Source: an optimization exercise on an open RTL-to-GDS flow (aim: small area, a short achievable clock period and few clock cycles per item). Production flows keep margins and buffers that such runs may drop. Where RTL was checked, it was by simulation tests only, not by an equivalence proof against the original.

==> v7: inputs <==
Design lda_top, start of the top module:
module lda_top (
  input  logic                         clk,
  input  logic                         arst_n,
  input  logic                         wb_cyc,
  input  logic                         wb_stb,
  input  logic                         wb_we,
  input  logic [lda_pkg::WB_ADR_W-1:0] wb_adr,
  input  logic [31:0]                  wb_dat_w,
  input  logic [3:0]                   wb_sel,     
  output logic [31:0]                  wb_dat_r,
  output logic                         wb_ack
);
clock: 6.5 ns
lec_check: 0
cap_margin: 20
core_margin: 2
core_utilization: 65
cts_cluster_diameter: 50
cts_cluster_size: 30
setup_slack_margin: 2.5
slew_margin: 20
run.sh (not shown) runs the stock make flow with config.mk's settings and CLKGATE_MAP_FILE= SYNTH_SCRIPT=/design/flow/synth_recipe.tcl, a recipe that flattens the netlist after the stock synthesis.
==> inputs of v2, as changes to v7 <==
SETUP_SLACK_MARGIN = 3.0   (was 2.5)
==> inputs of v37, as changes to v7 <==
ABC_AREA = 1   (was unset)
==> out/results.env <==
CTS_SETUP_BUFFERS=27
POST_DP_CELL_AREA_MM2=0.0470
RESULT_OF_THE_RUN='complete, no violations'
GRT_USAGE_PCT=31.0
WORST_HOLD_SLACK_NS=0.303
FIN_CRIT_SH_PCT=62.5
GRT_PASS1_WL_UM=166000
NUMBER_OF_GLOBAL_ROUTE_VIAS_BEFORE_REPAIR=28282
# the run above: v37

==> out/results.env <==
RESULT_OF_THE_RUN='complete, no violations'
POST_DP_CELL_AREA_MM2=0.0471
FIN_CRIT_SH_PCT=65.8
GRT_USAGE_PCT=32.8
WORSTPATHREQUIRED_NS=5.20
CLK_PIN_SLEW_WORST_SETUP_HOLD_PATHS_NS=0.10
FP.DIEAREA_MM2=0.0713
SYNTH_TOP_CELLS_BY_AREA='dfxtp_1 53%, edfxtp_1 7.2%, fa_1 6.1%'
H-TREE-DEPTH=3
CTS_SETUP_BUFFERS=127
NUMBER_OF_GLOBAL_ROUTE_VIAS_BEFORE_REPAIR=28991
TIMING_WORST_SLEW_PIN_VALUE_NS=1.09
ROOT_BUFFER='clkbuf_16'
HOLDCRITSTARTPOINT='lda_wb_regs_inst.g_ring[0].ring[247]'
CRIT_PATH_START_KIND='input port'
# the run above: v2

==> out/results.env <==
FIN_CRIT_SH_PCT=64.8
CTS_SETUP_BUFFERS=55
NUMBER_OF_GLOBAL_ROUTE_VIAS_BEFORE_REPAIR=28515
GRT_PASS1_WL_UM=171000
RESULT_OF_THE_RUN='complete, no violations'
GRT_USAGE_PCT=32.1
WORST_HOLD_SLACK_NS=0.304
POST_DP_CELL_AREA_MM2=0.0467
# the run above: v7

Testbench counts of v7, summed over its fixed seeds: cycles 3,840, items 80.
Testbench counts of v2, summed over its fixed seeds: cycles 3,840, items 80.
Testbench counts of v37, summed over its fixed seeds: cycles 3,840, items 80.


==> run a: inputs <==
Another version of the RTL of lda_top (not shown whole).
export LEC_CHECK = 0
export CAP_MARGIN = 20
export CORE_MARGIN = 2
export CORE_UTILIZATION = 65
export CTS_CLUSTER_DIAMETER = 45
export CTS_CLUSTER_SIZE = 35
export SETUP_SLACK_MARGIN = 2.5
export SLEW_MARGIN = 20
create_clock -name core_clock -period 6.5 [get_ports {clk}]
==> inputs of run b, as changes to run a <==
--- a/flow/config.mk
+++ b/flow/config.mk
@@ -8,7 +8,7 @@
 export CAP_MARGIN = 20
 export CORE_MARGIN = 2
 export CORE_UTILIZATION = 65
-export CTS_CLUSTER_DIAMETER = 45
-export CTS_CLUSTER_SIZE = 35
+export CTS_CLUSTER_DIAMETER = 50
+export CTS_CLUSTER_SIZE = 30
 export SETUP_SLACK_MARGIN = 2.5
 export SLEW_MARGIN = 20
==> comparison <==
Run b finished with timing, DRC and antenna clean. Run a finished clean. Against run a, the global-route usage of run b is lower by 0.30 points. Maximum frequency is about the same in run b and run a. Register-to-register slack is about the same in run a and run b. Flip-flop and latch count is the same in run a and run b. Against run a, the hold slack of run b is lower by 0.0020 ns.
No functional check of the RTL was part of any run of this note.


==> inputs of 02-01 <==
lda_top, a different RTL version from the one above (not shown whole).
==> flow/design.v (excerpt) <==
module lda_top (
  input  logic                         clk,
  input  logic                         arst_n,
  input  logic                         wb_cyc,
  input  logic                         wb_stb,
  input  logic                         wb_we,
  input  logic [lda_pkg::WB_ADR_W-1:0] wb_adr,
  input  logic [31:0]                  wb_dat_w,
  input  logic [3:0]                   wb_sel,     
  output logic [31:0]                  wb_dat_r,
  output logic                         wb_ack
);
  logic        row_wr;
  logic [31:0] row_old;
  logic        start;
  logic        calc_done;
  logic        stall_xx, stall_xy, stall_yy;
  logic [lda_pkg::COUNT_W-1:0]     nb, nb_r;
  logic signed [lda_pkg::UV_W-1:0] u, v, u_r, v_r;
  logic [lda_pkg::SQ_W-1:0]        pxx_r, pyy_r;
  logic signed [lda_pkg::XY_W-1:0] pxy_r;
  lda_wb_regs lda_wb_regs_inst (
    .clk       (clk),
    .arst_n    (arst_n),
    .wb_cyc    (wb_cyc),
    .wb_stb    (wb_stb),
    .wb_we     (wb_we),
    .wb_adr    (wb_adr),
    .wb_dat_w  (wb_dat_w),
    .wb_dat_r  (wb_dat_r),
    .wb_ack    (wb_ack),
    .row_wr    (row_wr),
    .row_old   (row_old),
    .start     (start),
    .calc_done (calc_done),
    .stall_xx  (stall_xx),
    .stall_xy  (stall_xy),
    .stall_yy  (stall_yy),
    .nb_r      (nb_r),
    .u_r       (u_r),
    .v_r       (v_r),
    .pxx_r     (pxx_r),
    .pxy_r     (pxy_r),
    .pyy_r     (pyy_r)
  );
  class_accum class_accum_inst (
    .clk     (clk),
    .arst_n  (arst_n),
    .row_wr  (row_wr),
    .row_x   (wb_adr[4:0]),
    .row_old (row_old),
    .row_new (wb_dat_w),
    .nb      (nb),
    .u       (u),
    .v       (v)
  );
  scatter_calc scatter_calc_inst (
    .clk       (clk),
    .arst_n    (arst_n),
    .start     (start),
    .nb        (nb),
    .u         (u),
    .v         (v),
    .calc_done (calc_done),
  ...
clock: 6.5 ns
lec_check: 0
cap_margin: 20
core_margin: 2
core_utilization: 50
cts_buf_list: sky130_fd_sc_hd__clkbuf_8
setup_slack_margin: 1.5
slew_margin: 20
==> inputs of 07-25, as changes to 02-01 <==
- CTS_BUF_LIST: sky130_fd_sc_hd__clkbuf_8 -> not set
- CTS_CLUSTER_SIZE: not set -> 30
- SETUP_SLACK_MARGIN: 1.5 -> 2.5
==> inputs of 03-28, as changes to 02-01 <==
- CTS_BUF_LIST: sky130_fd_sc_hd__clkbuf_8 -> not set
- CTS_CLUSTER_DIAMETER: not set -> 60
- CTS_CLUSTER_SIZE: not set -> 40
- SETUP_SLACK_MARGIN: 1.5 -> 3.5
==> results.txt <==
- 02-01 produced a clean layout. 03-28 finished with timing, DRC and antenna clean. 07-25 completed without violations.
- In 03-28 the non-clock buffer count is higher than in 07-25, by 30.
- In 02-01 the core utilization is lower than in 07-25, by 3.4 points.
- In die area, 02-01 and 03-28 do not differ.
- Sequential share of layout area: 03-28 < 07-25 < 02-01.
- In synthesized cell count, 03-28 and 07-25 do not differ.
- Via count: 07-25 > 03-28 > 02-01.
==> figures <==
| metric | 07-25 | 02-01 | 03-28 |
|---|---|---|---|
| Status | complete, no violations | complete, no violations | complete, no violations |
| Post-detailed-placement half-perimeter wirelength | 72,400 µm | 72,140 µm | 76,500 µm |
| Per-cell via count in the routed design | 5.136 | 5.012 | 5.167 |
| Global Route Usage Sum | 23.58% | 22.95% | 24.92% |
| Max_slew headroom | 38.51% | 34.45% | 33.78% |
| Minimum hold slack | 308.7 ps | 295.2 ps | 311.5 ps |
| Area growth, synth to finish | 21.82% | 15.11% | 22.16% |
| Average routed wire per standard cell | 21.43 µm | 20.63 µm | 22.89 µm |
| Met2 capacity usage during global routing | 36.75% | 34.93% | 40.92% |
| Post-route clock period utilization | 65.61% | 76.94% | 66.29% |
| Clock root buffer | sky130_fd_sc_hd__clkbuf_16 | sky130_fd_sc_hd__clkbuf_8 | sky130_fd_sc_hd__clkbuf_16 |
| Number of buffers added by the clock tree synthesis step | 135 | 203 | 89 |
Function was not checked in any run of this note: the RTL went through the layout flow alone.

port drivers added, routing unchanged:
In the flow no input, the clock included, has a driving cell. The finished layouts below were timed again as built, in two steps. Step 1 assumes that a clkbuf_16 drives the clock port and a buf_2 every other input. Step 2 moves the port delays by t, midway between the first and last clock arrival at a register: inputs arrive t later, outputs are due t later. That takes back most of the time a late clock gives input paths. Slacks: no drivers / after step 1 / after step 2; pairs: no drivers / after step 1.
run	t, ns	setup slack, ns	hold WS [ns]	clock arrival spread, ns	pins driven straight from the clock port
v7	0.736	2.286 / 2.215 / 2.215	0.304 / 0.304 / 0.304	0.048 / 0.049	1
v2	0.748	2.224 / 2.129 / 2.129	0.281 / 0.281 / 0.281	0.080 / 0.081	1
v37	0.749	2.438 / 2.366 / 2.136	0.303 / 0.303 / 0.303	0.079 / 0.078	1
run a	0.768	2.283 / 2.156 / 2.156	0.308 / 0.308 / 0.308	0.068 / 0.068	1
run b	0.766	2.290 / 2.197 / 2.197	0.306 / 0.306 / 0.306	0.086 / 0.086	1
02-01	0.913	1.499 / 1.472 / 1.472	0.295 / 0.295 / 0.295	0.060 / 0.060	1
07-25	0.794	2.235 / 2.180 / 2.180	0.309 / 0.309 / 0.309	0.041 / 0.041	1
03-28	0.756	2.191 / 2.099 / 2.099	0.311 / 0.311 / 0.311	0.051 / 0.052	1
After both steps setup and hold are still met in every run listed. For v37, which loses most, drivers alone change the setup slack by -0.072 ns; drivers and shift together by -0.302 ns.
